Background: an optimization exercise with open tools, aiming at small area, a short achievable clock period and few clock cycles per item. Do not read the settings as production practice.
RTL that was checked went through simulation tests only; none was proved equivalent to the original.
Function not checked in run 1: the RTL went through the layout flow alone.

==> flow/design.v, too long to show whole: its modules and the start of the top module <==
// module fmul_fa: 10 lines
// module fmul_ha: 9 lines
// module fmul_bsel: 10 lines
// module fmul_top: 1227 lines
module fmul_top (
  input  logic        clk,
  input  logic        rst_n,
  input  logic [31:0] op_a,
  input  logic [31:0] op_b,
  input  logic        start,
  input  logic        ready_in,
  output logic        valid_out,
  output logic        ready_out,
  output logic [31:0] result,
  output logic [3:0]  flags
);
  // ...
==> flow/run.sh <==
#!/bin/bash
# synth_recipe.tcl (not shown) runs the flow's synth.tcl, then flattens the netlist and writes it again
# the make line also repeats each setting of config.mk as NAME=value (left out here)
make -C /OpenROAD-flow-scripts/flow DESIGN_CONFIG=/design/flow/config.mk WORK_HOME=/design/flow/orfs CLKGATE_MAP_FILE= SYNTH_SCRIPT=/design/flow/synth_recipe.tcl finish
==> flow/config.mk <==
export PLATFORM = sky130hd
export DESIGN_NAME = fmul_top
export DESIGN_NICKNAME = fmul_top
export VERILOG_FILES = /design/flow/design.v
export SDC_FILE = /design/flow/constraint.sdc
export NUM_CORES = 4
export LEC_CHECK = 0
export ABC_CLOCK_PERIOD_IN_PS = 3500
export CAP_MARGIN = 20
export CORE_MARGIN = 2
export CORE_UTILIZATION = 40
export SETUP_SLACK_MARGIN = 0
export SLEW_MARGIN = 20
export SYNTH_HIERARCHICAL = 1
export SYNTH_MINIMUM_KEEP_SIZE = 0
==> flow/constraint.sdc <==
create_clock -name core_clock -period 8.0 [get_ports {clk}]
set_input_delay 1.6000 -clock core_clock [delete_from_list [all_inputs] [get_ports {clk}]]
set_output_delay 1.6000 -clock core_clock [all_outputs]
set_load 0.01 [all_outputs]
==> results_dict.tcl, run 1 <==
set metrics [dict create \
    tap-cell-count 846 \
    final_layout_size_suffix_gt1_share_pct 18.4 \
    max_freq_mhz 176 \
    multi_input_gates 1849 \
    synth_ff_type "edfxtp_1" \
    cts_root_buf "clkbuf_16" \
    initial_utilization_pct 40.2 \
    seq_share_pct 23.1 \
    antenna_cells 0 \
    synth_xor_area_share_pct 13.3 \
    worstMarginPinSlew_ns 0.880 \
    grt_usage_pct 23.3 \
    area_growth_pct 13.2 \
    cpMostUsedCell "nor3_2" \
    slowest_stage "nor3_2" \
    async_flop_share_pct 1.36 \
    yosysUniqueCellTypes 100 \
    nClkBuffers 31 \
    vias 19000 \
    rr_worst_depth 13 \
    hold_viol 0 \
    arrival_ns 6.00 \
    synth_top_family_by_area "adder cells" \
    firstDrtPassIters 5 \
    synth_warnings 7 \
    cts.clk_slew.worst_paths_ns 0.06 \
    final_area_sq_um 28600 \
    crit_start "b2_r1[8]" \
    holdWs_ns 0.417 \
    htree_num_levels 1 \
    met3WireLength_um 5280 \
    routedWlPerCell_um 23.4 \
    status "no timing/DRC/antenna violations" \
    fin_crit_sh_pct 71.2 \
    ctsHoldBuffers 0 \
]
==> run 2: changes to the inputs <==
--- a/flow/design.v
+++ b/flow/design.v
@@ -1190,18 +1190,16 @@
   logic        p47;
   logic [23:0] k1, k0, i1, i0;
   logic        g1, g0, t1, t0, r1, r0, c1, c0;
   logic [22:0] mant;
   logic [9:0]  e0, e1, e2;
   logic        of0, of1, of2, uf0, uf1, uf2;
   logic        inc2, inc1, of, uf, nx;
   logic [7:0]  ee;
-  logic [31:0] s2_result;
-  logic [3:0]  s2_flags;
   assign prod = s2_sa + s2_sb;
   assign p47  = prod[47];
   assign k1   = prod[47:24];
   assign g1   = prod[23];
   assign t1   = |prod[22:0];
   assign k0   = prod[46:23];
   assign g0   = prod[22];
   assign t0   = |prod[21:0];
@@ -1222,40 +1220,46 @@
   assign uf0  = e0[9] | (e0 == 10'd0);
   assign uf1  = e1[9] | (e1 == 10'd0);
   assign uf2  = e2[9] | (e2 == 10'd0);
   assign inc2 = p47 & c1;
   assign inc1 = p47 ? ~c1 : c0;
   assign of   = inc2 ? of2 : inc1 ? of1 : of0;
   assign uf   = inc2 ? uf2 : inc1 ? uf1 : uf0;
   assign ee   = inc2 ? e2[7:0] : inc1 ? e1[7:0] : e0[7:0];
-  always_comb begin
-    if (b2_spec) begin
-      s2_result = {b2_sign, {8{b2_inf}}, b2_nan, 22'd0};
-      s2_flags  = {b2_nan, 3'b000};
-    end else if (of) begin
-      s2_result = {b2_sign, 8'hFF, 23'd0};
-      s2_flags  = 4'b0101;
-    end else if (uf) begin
-      s2_result = {b2_sign, 31'd0};
-      s2_flags  = 4'b0011;
-    end else begin
-      s2_result = {b2_sign, ee, mant};
-      s2_flags  = {3'b000, nx};
-    end
-  end
-  logic [31:0] h_result;
-  logic [3:0]  h_flags;
+  logic        h_sign, h_spec, h_inf, h_nan, h_of, h_uf, h_nx;
+  logic [7:0]  h_ee;
+  logic [22:0] h_mant;
   always_ff @(posedge clk or negedge rst_n) begin
     if (!rst_n) vh <= 1'b0;
     else if (adv) vh <= v2;
   end
   always_ff @(posedge clk) begin
     if (adv) begin
-      h_result <= s2_result;
-      h_flags  <= s2_flags;
+      h_sign <= b2_sign;
+      h_spec <= b2_spec;
+      h_inf  <= b2_inf;
+      h_nan  <= b2_nan;
+      h_of   <= of;
+      h_uf   <= uf;
+      h_nx   <= nx;
+      h_ee   <= ee;
+      h_mant <= mant;
+    end
+  end
+  always_comb begin
+    if (h_spec) begin
+      result = {h_sign, {8{h_inf}}, h_nan, 22'd0};
+      flags  = {h_nan, 3'b000};
+    end else if (h_of) begin
+      result = {h_sign, 8'hFF, 23'd0};
+      flags  = 4'b0101;
+    end else if (h_uf) begin
+      result = {h_sign, 31'd0};
+      flags  = 4'b0011;
+    end else begin
+      result = {h_sign, h_ee, h_mant};
+      flags  = {3'b000, h_nx};
     end
   end
   assign valid_out = vh;
-  assign result    = h_result;
-  assign flags     = h_flags;
 endmodule
 `default_nettype wire
==> flow/config.mk (replaced) <==
export PLATFORM = sky130hd
export DESIGN_NAME = fmul_top
export DESIGN_NICKNAME = fmul_top
export VERILOG_FILES = /design/flow/design.v
export SDC_FILE = /design/flow/constraint.sdc
export NUM_CORES = 4
export LEC_CHECK = 0
export ABC_CLOCK_PERIOD_IN_PS = 3500
export CAP_MARGIN = 20
export CORE_MARGIN = 2
export CORE_UTILIZATION = 40
export SETUP_SLACK_MARGIN = 4.4
export SLEW_MARGIN = 20
export SYNTH_HIERARCHICAL = 1
export SYNTH_MINIMUM_KEEP_SIZE = 0
export TNS_END_PERCENT = 20
==> results_dict.tcl, run 2 <==
set metrics [dict create \
    n_fill_cell 5427 \
    drtIter0Drc 1367 \
    cts_buffers 26 \
    arrival_ns 4.39 \
    end_kind "flop" \
    grt_start_max_net_pins 83 \
    multi_input_area_sq_um 19700 \
    fin_crit_sh_pct 51.0 \
    regMostFlops "b2_r0" \
    place_area_sq_um 27800 \
    largest_reg_flops 48 \
    die_w_um 256 \
    maxCapViolCount 0 \
    hold_path.class "reg -> reg" \
    grt_pass1_wl_um 124000 \
    synth_top_area_share_pct 25.9 \
    die_area_sq_um 65400 \
    cts.sinks 222 \
    routed_wl_um 81600 \
    port_buffers 105 \
    hold_viol 0 \
    area_growth_pct 29.4 \
    htree_num_levels 1 \
    required_ns 8.31 \
    tns_ns 0 \
    avgSynthCellArea_sq_um 11.6 \
    yosys.area.top_type "edfxtp_1" \
    cts.clk_slew.worst_paths_ns 0.06 \
    synth_area_leaders "edfxtp_1 (26%), fa_1 (20%), a22oi_2 (13%), xnor2_1 (11%), ha_1 (5.5%)" \
    async_flop_share_pct 1.35 \
    synth_ff_type "edfxtp_1" \
    final_area_sq_um 32800 \
    status "no timing/DRC/antenna violations" \
    grt_usage_pct 24.4 \
    finalCriticalPeriod_ns 4.08 \
    ys_ff_latch 222 \
    fp.dieH_um 256 \
    utilization_pct 52.2 \
    firstDrtPassIters 5 \
    antenna_found_initial 0 \
    final.setup.worst_slack_ns 3.92 \
    synth_edf_count 219 \
    drc_errors 0 \
    syn_area_sq_um 25300 \
    fin_skew_ns 0.0300 \
    synth.mux.area_fraction_pct 0.617 \
    initial_utilization_pct 40.3 \
    synth_xor_area_share_pct 13.2 \
    vias_per_cell 5.84 \
    final_cell_mix "xnor2_1 (313), a22oi_2 (267), edfxtp_1 (219)" \
    synthSimpleGateAreaFrac_pct 10.6 \
    antenna_cells 0 \
    dp_hpwl_um 50300 \
    std_cell_rows 92 \
    gp_congestion 0.888 \
    synth_compound_area_share_pct 21.5 \
    synth.most_common_cell "xnor2_1" \
    yosysSeqAreaShare_pct 26.2 \
    final_layout_size_suffix_gt1_share_pct 33.4 \
    postSynthCellCount 2177 \
    slew_viol_final 0 \
    reg.largest.list "b2_r0 x48, b2_r1 x47" \
    cts_tree "yes" \
    clock_path_buffers 3 \
    critPathMaxFanout 6 \
    routedWlPerCell_um 23.9 \
    mostFrequentLayoutCell "xnor2_1" \
    finalSetupViolCount 0 \
    yosysUniqueCellTypes 93 \
    layout.area.seq_sq_um 6650 \
    worstSkewPairLatency_ns 0.58 \
    synth_warnings 7 \
    synthAdderAreaFrac_pct 25.6 \
    critical_path_class "reg -> reg" \
    cp-start-kind "flop" \
    nNetsFinal 2976 \
    worstMarginPinSlew_ns 0.938 \
    pin_count 106 \
    max_freq_mhz 245 \
    netlist_top_cells_count "xnor2_1 (327), a22oi_2 (265), fa_1 (255)" \
    core-area_sq_um 62900 \
    vias 19900 \
    cts_root_buf "clkbuf_16" \
    grt_pass1_vias 20700 \
    rsz0062_at_grt "yes" \
    drtAntennaViolNets 0 \
    synth_top_family_by_area "adder cells" \
    grt_overflow 0 \
    pre_cts_ws_ns 2.96 \
    timing.slew.headroom_pct 37.4 \
]
[run 2: final cells by class]
class / instances / share of cell area [%]
multi-input cells: 1843 / 60.0
flip-flops and latches: 222 / 20.3
repair buffers: 371 / 13.0
well taps: 846 / 3.23
clock buffers: 30 / 2.03
inverters: 78 / 0.900
clock inverters: 18 / 0.549
[run 2: cells by family (layout without fill, tap and decap cells)]
| kind of cell | Yosys count | after routing |
|---|---|---|
| XOR/XNOR | 383 | 383 |
| flip-flops | 222 | 222 |
| AND/OR/NAND/NOR | 480 | 480 |
| buffers and inverters | 134 | 497 |
| multiplexers | 15 | 15 |
| adder cells (fa/ha/maj) | 366 | 366 |
| other | 1 | 23 |
| AO/OA/AOI/OAI | 576 | 576 |
[run 2: worst paths after layout]
kind / from / to / slack, ns / cells after the start
max: b2_r0[11] / h_uf / 3.92 / 16
min: b1_esum[8] / b2_esum[8] / 0.41 / 0
max reg2reg: b2_r0[11] / h_uf / 3.92 / 16
min reg2reg: b1_esum[8] / b2_esum[8] / 0.41 / 0
max in group asynchronous: rst_n / vh / 6.64 / 1
min in group asynchronous: rst_n / v2 / 1.22 / 1
[run 2: through the flow]
stage | cells | hold slack, ns
2_1_floorplan | 2199 | 0.400
3_3_place_gp | 3157 | 0.401
3_5_place_dp | 3157 | 0.405
4_1_cts | 3359 | 0.412
5_1_grt | 3408 | 0.422
6_report | 3408 | 0.411
[run 2: worst max-delay path, cell delays in order, from the launching register on]
cell and delay, ns:
edfxtp_1 0.43, ha_4 0.29, nand4_1 0.22, nor2_2 0.09
a22oi_2 0.38, buf_4 0.19, buf_4 0.10, nand4_1 0.08
buf_4 0.18, and2_4 0.16, a211oi_4 0.28, nor4b_4 0.31
nand4_4 0.19, o31a_1 0.41, and3_1 0.17, nor4_1 0.26
nor2_1 0.09
[run 2: what timing repair did]
item,CTS,global route
setup endpoints to repair,203,200
resized for setup,408,104
pin swaps,147,64
gates cloned,21,2
hold buffers,0,0
buffers inserted,133,47
[run 2: Yosys stat by module (local to each module, per instance)]
module     copies in the design  area, sq um
fmul_bsel                   264         21.3
fmul_top                      1        14300
fmul_fa                     254         20.0
fmul_ha                      31         12.5
[run 2: routing by layer]
| layer | vias to the layer above | part of all wire [%] | GRT usage (%) |
|---|---|---|---|
| met2 | 879 | 47 | 40.0 |
| met1 | 9936 | 40 | 31.0 |
| met5 | - | 0 | 0 |
| li1 | 8832 | - | - |
| met4 | 0 | 5.0 | 10.3 |
| met3 | 240 | 8.1 | 5.47 |
Testbench counts of run 2, summed over its fixed seeds: cycles 8,024, items 8,000.
==> run 3: changes to the inputs <==
--- a/flow/config.mk
+++ b/flow/config.mk
@@ -14,3 +14,3 @@
 export SYNTH_HIERARCHICAL = 1
 export SYNTH_MINIMUM_KEEP_SIZE = 0
-export TNS_END_PERCENT = 20
+export TNS_END_PERCENT = 0
==> results_dict.tcl, run 3 <==
set metrics [dict create \
    status "no timing/DRC/antenna violations" \
    cts.clk_slew.worst_paths_ns 0.06 \
    n_fill_cell 5731 \
    synth_area_leaders "edfxtp_1 (26%), fa_1 (20%), a22oi_2 (13%), xnor2_1 (11%), ha_1 (5.5%)" \
    final_layout_size_suffix_gt1_share_pct 24.2 \
    r2r-start "b2_r0[11]" \
    critPathMaxFanout 2 \
    yosysUniqueCellTypes 93 \
    regMostFlops "b2_r0" \
    cts_buffers 26 \
    netlist_top_cells_count "xnor2_1 (327), a22oi_2 (265), fa_1 (255)" \
    gp_congestion 0.888 \
    rr_worst_depth 15 \
    worstSkewPairLatency_ns 0.58 \
    pin_count 106 \
    area_growth_pct 18.0 \
    nNetsFinal 2847 \
    grt_usage_pct 22.6 \
    core-area_sq_um 62900 \
    holdWs_ns 0.411 \
    rsz0062_at_grt "yes" \
    drtAntennaViolNets 0 \
    final_cell_mix "xnor2_1 (322), a22oi_2 (267), fa_1 (255)" \
    yosys.area.top_type "edfxtp_1" \
    antenna_found_initial 0 \
    hold_path_depth 0 \
    hold_path_end "b2_esum[8]" \
    grt_pass1_vias 20000 \
    routedWlPerCell_um 22.7 \
    clock_path_buffers 3 \
    firstDrtPassIters 5 \
    std_cell_rows 92 \
    cp-start-kind "input pin" \
    worstMarginPinSlew_ns 0.949 \
    largest_reg_flops 48 \
    avgSynthCellArea_sq_um 11.6 \
    slew_viol_final 0 \
    rr_endpoint "h_uf" \
    critical_path_class "in -> out" \
    yosysSeqAreaShare_pct 26.2 \
    max_freq_mhz 247 \
    crit_path_max_incr_delay_ns 0.45 \
    finalCriticalPeriod_ns 4.05 \
    die_w_um 256 \
    timing.slew.headroom_pct 36.7 \
    reg.largest.list "b2_r0 x48, b2_r1 x47" \
    fp.dieH_um 256 \
    arrival_ns 2.45 \
    htree_num_levels 1 \
    synth_ff_type "edfxtp_1" \
    slowest_stage "clkdlybuf4s50_1" \
    synth_top_area_share_pct 25.9 \
    grt_overflow 0 \
    finalSetupViolCount 0 \
    postSynthCellCount 2177 \
    cts_root_buf "clkbuf_16" \
    routed_wl_um 74400 \
    vias_per_cell 5.81 \
    maxCapViolCount 0 \
    drc_errors 0 \
    mostFrequentLayoutCell "xnor2_1" \
    end_kind "output port" \
    hold_viol 0 \
    synth.most_common_cell "xnor2_1" \
    syn_area_sq_um 25300 \
    hp-start "b1_esum[8]" \
    dp_hpwl_um 50300 \
    cts.sinks 222 \
    fin_skew_ns 0.0296 \
    port_buffers 105 \
    fin_crit_sh_pct 50.6 \
    hold_path.class "reg -> reg" \
    synth_edf_count 219 \
    drtIter0Drc 1237 \
    vias 19000 \
    die_area_sq_um 65400 \
    ctsHoldBuffers 0 \
    required_ns 6.40 \
    initial_utilization_pct 40.3 \
    grt_pass1_wl_um 116000 \
    synth_warnings 7 \
    async_flop_share_pct 1.35 \
    antenna_cells 0 \
    cts_tree "yes" \
    grt_start_max_net_pins 83 \
    tns_ns 0 \
    ys_ff_latch 222 \
    cp_cell_sequence "clkdlybuf4s50_1 -> nand2b_4 -> dlygate4sd2_1" \
    r2r_slack_ns 3.96 \
]
run 3: how the worst max path moves through the flow:
| stage | from | end | slack, ns | depth (start not counted) |
|---|---|---|---|---|
| detailed placement | b2_r0[15] | h_ee[2] | 2.96 | 17 |
| floorplan | ready_in | ready_out | 3.21 | 1 |
| global placement | b2_r0[15] | h_ee[2] | 3.14 | 17 |
| finish | ready_in | ready_out | 3.95 | 3 |
| CTS | b2_r0[11] | h_ee[2] | 3.91 | 16 |
| global route | b2_r0[13] | h_ee[7] | 3.83 | 17 |
run 3: logic make-up after synthesis:
family	count (synthesis)	synth area share, %
DFF	222	26.2
xor gates and xnor gates	383	13.2
and+or+nand+nor	480	10.6
muxes	15	0.617
adders and majority gates	366	25.6
AOI/OAI and AO/OA	576	21.5
buffers and inverters	134	2.20
other	1	0.0148
run 3: what timing repair did:
| item | 4_1_cts | 5_1_grt |
|---|---|---|
| setup buffers | 44 | 29 |
| endpoints found under the setup margin | 203 | 197 |
| pin swaps | 45 | 43 |
| resized for setup | 94 | 63 |
| cloned | 1 | 0 |
run 3: worst max-delay path: cells and delay by family:
| family | cells | cell delay, ns |
|---|---|---|
| buffers and inverters | 2 | 0.72 |
| AND/OR/NAND/NOR | 1 | 0.13 |
run 3: modules after synthesis, one instance, submodules excluded:
| module | flops+latches | copies in the design | cells | area, sq um |
|---|---|---|---|---|
| fmul_ha | 0 | 31 | 1 | 12.5 |
| fmul_fa | 0 | 254 | 1 | 20.0 |
| fmul_bsel | 0 | 264 | 2 | 21.3 |
| fmul_top | 222 | 1 | 1364 | 14300 |
run 3: layer usage:
layer	part of all wire [%]	vias to the layer above	wire length, um	global-route usage [%]
li1	-	8535	-	-
met1	43	9605	31900	29.9
met2	47	744	34800	37.0
met3	7.4	155	5520	4.71
met4	3.0	0	2240	7.18
met5	0	-	0	0
run 3: final cells by class:
cell class | count | area, sq um | share of cell area (%)
clock inverter | 18 | 180 | 0.602
multi-input combinational | 1843 | 19000 | 63.4
tap | 846 | 1060 | 3.54
timing repair buffer | 242 | 2100 | 7.01
inverter | 78 | 295 | 0.987
sequential | 222 | 6650 | 22.2
clock buffer | 30 | 666 | 2.23
run 3: metrics by stage:
stage                     instance area (sq um)  utilization [%]  std cells  setup WS, ns
final                                     29900             47.6       3279          3.95
after floorplan                           25400                -       2199          3.21
after CTS                                 29400             46.8       3250          3.91
after detailed placement                  27800             44.2       3157          2.96
after global placement                    27800             44.2       3157          3.14
after global routing                      29900             47.6       3279          3.83
==> run 4: changes to the inputs <==
--- a/flow/config.mk
+++ b/flow/config.mk
@@ -6,5 +6,5 @@
 export NUM_CORES = 4
 export LEC_CHECK = 0
-export ABC_CLOCK_PERIOD_IN_PS = 3500
+export ABC_CLOCK_PERIOD_IN_PS = 2500
 export CAP_MARGIN = 20
 export CORE_MARGIN = 2
==> results_dict.tcl, run 4 <==
set metrics [dict create \
    syn_area_sq_um 25300 \
    slowest_stage "clkdlybuf4s50_1" \
    grt_pass1_vias 20000 \
    critPathMaxFanout 2 \
    clock_path_buffers 3 \
    hold_path.class "reg -> reg" \
    arrival_ns 2.45 \
    finalSetupViolCount 0 \
    required_ns 6.40 \
    std_cell_rows 92 \
    fin_crit_sh_pct 50.6 \
    cts.clk_slew.worst_paths_ns 0.06 \
    final_cell_mix "xnor2_1 (322), a22oi_2 (267), fa_1 (255)" \
    timing.slew.headroom_pct 36.7 \
    crit_family "buffers and inverters" \
    finalCriticalPeriod_ns 4.05 \
    synth_warnings 7 \
    maxCapViolCount 0 \
    port_buffers 105 \
    synth_area_leaders "edfxtp_1 (26%), fa_1 (20%), a22oi_2 (13%), xnor2_1 (11%), ha_1 (5.5%)" \
    holdWs_ns 0.411 \
    cts_root_buf "clkbuf_16" \
    crit_path_max_incr_delay_ns 0.45 \
    gp_congestion 0.888 \
    routed_wl_um 74400 \
    routedWlPerCell_um 22.7 \
    avgSynthCellArea_sq_um 11.6 \
    largest_reg_flops 48 \
    end_kind "output port" \
    synth_top_area_share_pct 25.9 \
    antenna_found_initial 0 \
    n_fill_cell 5731 \
    multi_input_area_sq_um 19000 \
    antenna_cells 0 \
    use_met1_pct 29.9 \
    vias 19000 \
    grtUsageMet2_pct 37.0 \
    slew_viol_final 0 \
    max_freq_mhz 247 \
    reg.largest.list "b2_r0 x48, b2_r1 x47" \
    synth_ff_type "edfxtp_1" \
    dp_hpwl_um 50300 \
    critPathBufInv 2 \
    yosysSeqAreaShare_pct 26.2 \
    fin_skew_ns 0.0296 \
    postSynthCellCount 2177 \
    cts_buffers 26 \
    regMostFlops "b2_r0" \
    grt_pass1_wl_um 116000 \
    synth.most_common_cell "xnor2_1" \
    cts.sinks 222 \
    rsz0062_at_grt "yes" \
    synth_edf_count 219 \
    yosysUniqueCellTypes 93 \
    htree_num_levels 1 \
    pin_count 106 \
    ys_ff_latch 222 \
    drtIter0Drc 1237 \
    netlist_top_cells_count "xnor2_1 (327), a22oi_2 (265), fa_1 (255)" \
    async_flop_share_pct 1.35 \
    worstSkewPairLatency_ns 0.58 \
    worstMarginPinSlew_ns 0.949 \
    die_area_sq_um 65400 \
    grt_start_max_net_pins 83 \
    fp.dieH_um 256 \
    final_layout_size_suffix_gt1_share_pct 24.2 \
    tns_ns 0 \
    initial_utilization_pct 40.3 \
    layout.area.seq_sq_um 6650 \
    cp_cell_sequence "clkdlybuf4s50_1 -> nand2b_4 -> dlygate4sd2_1" \
    area_growth_pct 18.0 \
    critical_path_class "in -> out" \
    cts_tree "yes" \
    nNetsFinal 2847 \
    firstDrtPassIters 5 \
    drc_errors 0 \
    mostFrequentLayoutCell "xnor2_1" \
    hold_viol 0 \
    grt_overflow 0 \
    core-area_sq_um 62900 \
    yosys.area.top_type "edfxtp_1" \
    vias_per_cell 5.81 \
    drtAntennaViolNets 0 \
    grt_util_met3_pct 4.71 \
    status "no timing/DRC/antenna violations" \
    busiest_layer "met2" \
    cp-start-kind "input pin" \
    grt_usage_pct 22.6 \
    die_w_um 256 \
]
## run 4: final timing paths
path | from | end | slack (ns) | cells after the start
worst max-delay path | ready_in | ready_out | 3.95 | 3
worst min-delay path | b1_esum[8] | b2_esum[8] | 0.41 | 0
worst max register to register | b2_r0[11] | h_uf | 3.96 | 15
worst min register to register | b1_esum[8] | b2_esum[8] | 0.41 | 0
max in group asynchronous | rst_n | v1 | 6.64 | 1
min in group asynchronous | rst_n | v2 | 1.22 | 1
## run 4: worst reg2reg max path, cell delays in order (launching register included)
cell and delay (ns):
edfxtp_1 0.42, ha_4 0.32, buf_4 0.11, buf_4 0.10
nand2_1 0.10, o21a_1 0.24, and2_2 0.25, a21oi_4 0.21
o2111ai_1 0.15, a221o_2 0.48, nor4_4 0.34, nand4_4 0.19
o31a_1 0.40, and3_1 0.17, nor4_1 0.23, nor2_1 0.08
## run 4: per-module statistics from Yosys (local to each module, per instance)
module	copies in the design	area (sq um)	flops+latches
fmul_bsel	264	21.3	0
fmul_fa	254	20.0	0
fmul_ha	31	12.5	0
fmul_top	1	14300	222
## run 4: kinds of logic after synthesis
| kind of cell | Yosys count | share of synthesized area [%] |
|---|---|---|
| compound gates | 576 | 21.5 |
| simple gates | 480 | 10.6 |
| xor+xnor | 383 | 13.2 |
| fa+ha+maj | 366 | 25.6 |
| flops | 222 | 26.2 |
| buf+inv | 134 | 2.20 |
| mux | 15 | 0.617 |
| other cells | 1 | 0.0148 |
## run 4: through the flow
step	util (%)	cell area (sq um)	instances	setup WS [ns]
after floorplan	-	25400	2199	3.21
after global placement	44.2	27800	3157	3.14
after detailed placement	44.2	27800	3157	2.96
after CTS	46.8	29400	3250	3.91
after global routing	47.6	29900	3279	3.83
final	47.6	29900	3279	3.95
## run 4: final cells by class
class,instances,share of cell area [%]
timing repair buffer,242,7.01
sequential,222,22.2
multi-input combinational,1843,63.4
inverter,78,0.987
clock inverter,18,0.602
clock buffer,30,2.23
tap,846,3.54
## run 4: routing by layer
metal	vias to the layer above	wire length (um)
met1	9605	31900
met5	-	0
met2	744	34800
met3	155	5520
li1	8535	-
met4	0	2240
## run 4: repair_timing
action                                  4_1_cts  5_1_grt
setup buffers                                44       29
gates cloned                                  1        0
endpoints found under the setup margin      203      197
resized for setup                            94       63
hold buffers                                  0        0
pin swaps                                    45       43
==> run 5: changes to the inputs <==
==> flow/flow/run.sh (new file) <==
#!/bin/bash
# The standard layout (the standard.sh: ORFS synthesis to finish), with the
# ports buffered by sky130_fd_sc_hd__buf_2 instead of the flow's default pick.
set -euo pipefail
bash standard.sh 'BUFFER_PORTS_ARGS=-buffer_cell sky130_fd_sc_hd__buf_2'  finish > orfs_make.log 2>&1
==> flow/standard.sh (new file) <==
#!/bin/bash
# synth_recipe.tcl (not shown) runs the flow's synth.tcl, then flattens the netlist and writes it again
# the make line also repeats each setting of config.mk as NAME=value (left out here)
make -C /OpenROAD-flow-scripts/flow DESIGN_CONFIG=/design/flow/config.mk WORK_HOME=/design/flow/orfs CLKGATE_MAP_FILE= SYNTH_SCRIPT=/design/flow/synth_recipe.tcl "${@:-finish}"
--- a/flow/config.mk
+++ b/flow/config.mk
@@ -6,5 +6,5 @@
 export NUM_CORES = 4
 export LEC_CHECK = 0
-export ABC_CLOCK_PERIOD_IN_PS = 2500
+export ABC_CLOCK_PERIOD_IN_PS = 3500
 export CAP_MARGIN = 20
 export CORE_MARGIN = 2
removed: flow/run.sh
==> results_dict.tcl, run 5 <==
set metrics [dict create \
    synth_edf_count 219 \
    slew_viol_final 0 \
    finalSetupViolCount 0 \
    drtIter0Drc 1360 \
    area_growth_pct 15.7 \
    syn_area_sq_um 25300 \
    rsz0062_at_grt "yes" \
    antenna_found_initial 1 \
    yosysSeqAreaShare_pct 26.2 \
    yosys.area.top_type "edfxtp_1" \
    arrival_ns 4.49 \
    synth_xor_area_share_pct 13.2 \
    timing.slew.headroom_pct 31.1 \
    synth_compound_area_share_pct 21.5 \
    dp_hpwl_um 49900 \
    vias_per_cell 5.82 \
    critPathBufInv 4 \
    final.setup.worst_slack_ns 3.82 \
    drc_errors 0 \
    synth.most_common_cell "xnor2_1" \
    pin_count 106 \
    fin_crit_sh_pct 52.3 \
    hold_path.class "reg -> reg" \
    maxCapViolCount 0 \
    synth_area_leaders "edfxtp_1 (26%), fa_1 (20%), a22oi_2 (13%), xnor2_1 (11%), ha_1 (5.5%)" \
    die_w_um 256 \
    max_freq_mhz 239 \
    clock_path_buffers 3 \
    critPathMaxFanout 7 \
    grt_pass1_vias 20100 \
    synth_top_area_share_pct 25.9 \
    htree_num_levels 1 \
    core-area_sq_um 62900 \
    grt_start_max_net_pins 83 \
    reg.largest.list "b2_r0 x48, b2_r1 x47" \
    hold_viol 0 \
    std_cell_rows 92 \
    required_ns 8.31 \
    postSynthCellCount 2177 \
    cts_root_buf "clkbuf_16" \
    crit_path_max_incr_delay_ns 0.42 \
    layout.area.seq_sq_um 6650 \
    end_kind "flop" \
    ctsHoldBuffers 0 \
    cp_cell_sequence "ha_4 -> a21oi_4 -> o21ai_4 -> o211ai_1 -> buf_4 -> a21oi_1 -> or3_4 -> inv_4 -> ha_4 -> inv_2 -> or2_4 -> a311oi_4 -> nand3_2 -> o31a_1 -> buf_4 -> or2_4 -> xnor2_2" \
    worstMarginPinSlew_ns 1.03 \
    final_layout_size_suffix_gt1_share_pct 28.3 \
    critical_path_class "reg -> reg" \
    mostFrequentLayoutCell "xnor2_1" \
    worstSkewPairLatency_ns 0.57 \
    n_fill_cell 5838 \
    regMostFlops "b2_r0" \
    crit_start "b2_r1[8]" \
    r2r-start "b2_r1[8]" \
    synth_warnings 7 \
    largest_reg_flops 48 \
    crit_family "compound AO/OA/AOI/OAI gates" \
    synth_ff_type "edfxtp_1" \
    fin_skew_ns 0.0289 \
    grt_pass1_wl_um 117000 \
    routedWlPerCell_um 22.9 \
    tns_ns 0 \
    synth.mux.area_fraction_pct 0.617 \
    initial_utilization_pct 40.3 \
    vias 19100 \
    status "no timing/DRC/antenna violations" \
    synth_top_family_by_area "adder cells" \
    hp-start "b1_esum[2]" \
    synthAdderAreaFrac_pct 25.6 \
    synthSimpleGateAreaFrac_pct 10.6 \
    routed_wl_um 75000 \
    async_flop_share_pct 1.35 \
    gp_congestion 0.915 \
    port_buffers 105 \
    final_cell_mix "xnor2_1 (322), a22oi_2 (267), fa_1 (255)" \
    fp.dieH_um 256 \
    netlist_top_cells_count "xnor2_1 (327), a22oi_2 (265), fa_1 (255)" \
    grt_usage_pct 22.7 \
    multi_input_area_sq_um 19000 \
    finalCriticalPeriod_ns 4.18 \
    firstDrtPassIters 5 \
    pre_cts_ws_ns 3.02 \
    nNetsFinal 2846 \
    cts.sinks 222 \
    slowest_stage "edfxtp_1" \
    cts_tree "yes" \
    cts_buffers 26 \
    drtAntennaViolNets 0 \
    yosysUniqueCellTypes 93 \
    cts.clk_slew.worst_paths_ns 0.06 \
    ys_ff_latch 222 \
    die_area_sq_um 65400 \
    grt_overflow 0 \
    cp-start-kind "flop" \
    avgSynthCellArea_sq_um 11.6 \
]
run 5: changes by cell type in the layout (fill, tap and decap cells not counted), moves of 5 or more:
cell,delta
clkbuf_1,+6
a21oi_2,-7
clkdlybuf4s50_1,-104
buf_2,+104
a21oi_1,+5
clkinv_1,-6
run 5: final timing paths:
kind                               to  cells past startpoint  slack [ns]
setup / recovery              h_ee[0]                     17        3.82
hold / removal             b2_esum[2]                      0        0.42
setup reg to reg              h_ee[0]                     17        3.82
hold reg to reg            b2_esum[2]                      0        0.42
max in group asynchronous          vh                      1        7.05
min in group asynchronous          v1                      1        0.84
run 5: cell type report:
| class | instances | area share (%) |
|---|---|---|
| diodes | 1 | 0.00853 |
| clock buffers | 36 | 2.35 |
| inverters | 78 | 1.01 |
| flip-flops and latches | 222 | 22.7 |
| repair buffers | 241 | 5.29 |
| clock inverters | 11 | 0.371 |
| multi-input cells | 1843 | 64.7 |
| well taps | 846 | 3.61 |
run 5: Yosys stat by module (local to each module, per instance):
module	cells inside	area, sq um	flip-flops and latches	copies in the design
fmul_ha	1	12.5	0	31
fmul_top	1364	14300	222	1
fmul_fa	1	20.0	0	254
fmul_bsel	2	21.3	0	264
run 5: cells by family (layout without fill, tap and decap cells):
family	count (synthesis)	in the layout
AOI/OAI and AO/OA	576	576
other	1	24
DFF	222	222
xor gates and xnor gates	383	383
adders and majority gates	366	366
buffers and inverters	134	366
and+or+nand+nor	480	480
muxes	15	15
run 5: what timing repair did:
action	4_1_cts	5_1_grt
resized for setup	98	48
pin swaps	41	35
setup buffers	39	34
setup endpoints to repair	77	85
run 5: per-stage QoR:
step | utilization (%) | hold WS (ns) | area (sq um) | instances
finish | 46.7 | 0.418 | 29300 | 3278
global route | 46.7 | 0.425 | 29300 | 3277
CTS | 45.9 | 0.420 | 28900 | 3243
detailed placement | 43.3 | 0.405 | 27200 | 3157
global placement | 43.3 | 0.403 | 27200 | 3157
floorplan | - | 0.400 | 25400 | 2199
run 5: layer usage:
metal,wire (um),track usage [%]
met5,0,0
met4,2050,7.02
met3,4920,3.88
met2,35400,37.0
met1,32600,30.9
==> run 6: changes to the inputs <==
==> flow/flow/run.sh (replaced) <==
#!/bin/bash
# The standard layout (the standard.sh: ORFS synthesis to finish), with the
# ports buffered by sky130_fd_sc_hd__buf_2 instead of the flow's default pick.
set -euo pipefail
bash standard.sh 'BUFFER_PORTS_ARGS=-buffer_cell sky130_fd_sc_hd__buf_2' RECOVER_POWER=100 finish > orfs_make.log 2>&1
==> results_dict.tcl, run 6 <==
set metrics [dict create \
    cts_buffers 26 \
    largest_reg_flops 48 \
    cp-start-kind "input pin" \
    nNetsFinal 2846 \
    grt_overflow 0 \
    slew_viol_final 224 \
    regMostFlops "b2_r0" \
    crit_family "buffers and inverters" \
    synth_ff_type "edfxtp_1" \
    drtIter0Drc 1315 \
    yosysSeqAreaShare_pct 26.2 \
    timing.slew.headroom_pct -160 \
    finalSetupViolCount 0 \
    end_kind "flop" \
    fin_crit_sh_pct 69.4 \
    final.setup.worst_slack_ns 2.45 \
    area_growth_pct 14.3 \
    cts_root_buf "clkbuf_16" \
    routedWlPerCell_um 22.9 \
    grt_pass1_vias 20100 \
    yosysUniqueCellTypes 93 \
    die_w_um 256 \
    n_fill_cell 5923 \
    finalCriticalPeriod_ns 5.55 \
    die_area_sq_um 65400 \
    vias 19000 \
    cts_tree "yes" \
    vias_per_cell 5.81 \
    mostFrequentLayoutCell "xnor2_1" \
    antenna_found_initial 1 \
    failed_checks "max-capacitance violations, max-slew violations" \
    synth_warnings 7 \
    avgSynthCellArea_sq_um 11.6 \
    initial_utilization_pct 40.3 \
    rsz0062_at_grt "yes" \
    worstMarginPinSlew_ns 3.90 \
    firstDrtPassIters 5 \
    grt_pass1_wl_um 117000 \
    clock_path_buffers 3 \
    tns_ns 0 \
    required_ns 8.06 \
    status "complete, but fails checks" \
    port_buffers 105 \
    postSynthCellCount 2177 \
    syn_area_sq_um 25300 \
    drtAntennaViolNets 0 \
    drc_errors 0 \
    grt_usage_pct 22.7 \
    ys_ff_latch 222 \
    grt_start_max_net_pins 83 \
    critPathMaxFanout 82 \
    arrival_ns 5.62 \
    async_flop_share_pct 1.35 \
    slowest_stage "clkbuf_1" \
    maxCapViolCount 5 \
    gp_congestion 0.915 \
    netlist_top_cells_count "xnor2_1 (327), a22oi_2 (265), fa_1 (255)" \
    core-area_sq_um 62900 \
    hold_path.class "reg -> reg" \
    yosys.area.top_type "edfxtp_1" \
    cp_cell_sequence "buf_2 -> nand2b_1 -> buf_4 -> clkbuf_1" \
    pre_cts_ws_ns 3.02 \
    dp_hpwl_um 49900 \
    crit_path_max_incr_delay_ns 2.81 \
    critPathBufInv 3 \
    pin_count 106 \
    synth_edf_count 219 \
    critical_path_class "in -> reg" \
    synth.most_common_cell "xnor2_1" \
    fin_skew_ns 0.0281 \
    worstSkewPairLatency_ns 0.57 \
    max_freq_mhz 180 \
    htree_num_levels 1 \
    synth_area_leaders "edfxtp_1 (26%), fa_1 (20%), a22oi_2 (13%), xnor2_1 (11%), ha_1 (5.5%)" \
    std_cell_rows 92 \
    cts.sinks 222 \
    final_cell_mix "xnor2_1 (323), a22oi_2 (258), fa_1 (255)" \
    synth_top_area_share_pct 25.9 \
    fp.dieH_um 256 \
    reg.largest.list "b2_r0 x48, b2_r1 x47" \
    routed_wl_um 75000 \
    hold_viol 0 \
    cts.clk_slew.worst_paths_ns 0.06 \
    final_layout_size_suffix_gt1_share_pct 24.1 \
]
-- run 6: cell count changes in the layout (fill, tap and decap cells not counted), sizes merged --
cell / change
buf: -72
clkbuf: +72
-- run 6: cells by family (layout without fill, tap and decap cells) --
family	count (synthesis)	after routing	share of synthesized area, %
AOI/OAI and AO/OA	576	576	21.5
xor gates and xnor gates	383	383	13.2
adders and majority gates	366	366	25.6
buffers and inverters	134	366	2.20
DFF	222	222	26.2
muxes	15	15	0.617
other	1	24	0.0148
and+or+nand+nor	480	480	10.6
-- run 6: worst paths after layout --
check / start / end / slack [ns] / cells after the start
max in group asynchronous: rst_n / vh / 7.00 / 1
worst min-delay path: b1_nan / b2_nan / 0.42 / 0
worst max-delay path: ready_in / b2_r1[16] / 2.45 / 4
worst min register to register: b1_nan / b2_nan / 0.42 / 0
worst max register to register: b1_bn[0] / b2_r1[23] / 2.59 / 7
min in group asynchronous: rst_n / v1 / 0.85 / 1
-- run 6: repair_timing --
action,in CTS,in global routing
buffers inserted,39,34
gates resized for setup,98,48
pin swaps,41,35
hold buffers,0,0
setup endpoints to repair,77,85
-- run 6: per-layer routing --
| metal | part of all wire [%] | wire length, um | vias to the layer above | GRT usage, % |
|---|---|---|---|---|
| li1 | - | - | 8537 | - |
| met1 | 44 | 32700 | 9654 | 30.9 |
| met5 | 0 | 0 | - | 0 |
| met2 | 47 | 35400 | 691 | 37.0 |
| met3 | 6.3 | 4760 | 158 | 3.88 |
| met4 | 2.9 | 2170 | 0 | 7.02 |
-- run 6: per-stage QoR --
stage	instance area [sq um]	util, %	hold slack, ns	std cells
after detailed placement	27200	43.3	0.405	3157
after floorplan	25400	-	0.400	2199
after global routing	29000	46.1	0.425	3277
after global placement	27200	43.3	0.403	3157
final	29000	46.1	0.418	3278
after CTS	28900	45.9	0.420	3243
-- run 6: cell type report --
| type | count | area, sq um | area share, % |
|---|---|---|---|
| flip-flops and latches | 222 | 6650 | 23.0 |
| clock buffers | 36 | 688 | 2.37 |
| multi-input cells | 1843 | 18700 | 64.7 |
| inverters | 78 | 295 | 1.02 |
| diodes | 1 | 2.50 | 0.00864 |
| well taps | 846 | 1060 | 3.65 |
| repair buffers | 241 | 1430 | 4.93 |
| clock inverters | 11 | 109 | 0.376 |
-- run 6: modules after synthesis, one instance, submodules excluded --
| module | copies in the design | area (sq um) |
|---|---|---|
| fmul_top | 1 | 14300 |
| fmul_ha | 31 | 12.5 |
| fmul_bsel | 264 | 21.3 |
| fmul_fa | 254 | 20.0 |

-- afterwards: timing with drivers on the ports --
Ports are ideal in the flow. The routed layouts listed here were re-timed in OpenROAD. Step 1 (the two cells are an assumption about what drives the block):
set clk [get_ports {clk}]
set_driving_cell -lib_cell sky130_fd_sc_hd__clkbuf_16 $clk
set_driving_cell -lib_cell sky130_fd_sc_hd__buf_2 [delete_from_list [all_inputs] $clk]
Step 2 also shifts input and output timing later by t, the mid clock arrival at the registers, as if the neighbouring blocks saw the same clock. Three values: ideal ports, drivers, drivers and shift; two values: the first two.
run | shift t [ns] | setup WS [ns] | worst register clock-pin slew, ns | pins driven straight from the clock port
run 1 | 0.642 | 2.303 / 2.303 / 2.303 | 0.06 / 0.06 | 1
run 2 | 0.621 | 3.923 / 3.923 / 3.798 | 0.07 / 0.07 | 1
run 3 | 0.623 | 3.949 / 3.925 / 3.574 | 0.07 / 0.07 | 1
run 4 | 0.623 | 3.949 / 3.925 / 3.574 | 0.07 / 0.07 | 1
run 5 | 0.613 | 3.816 / 3.816 / 3.816 | 0.06 / 0.06 | 1
run 6 | 0.615 | 2.448 / 2.480 / 1.865 | 0.06 / 0.06 | 1
For run 6, which loses most, drivers alone change the setup slack by +0.032 ns; drivers and shift together by -0.583 ns.
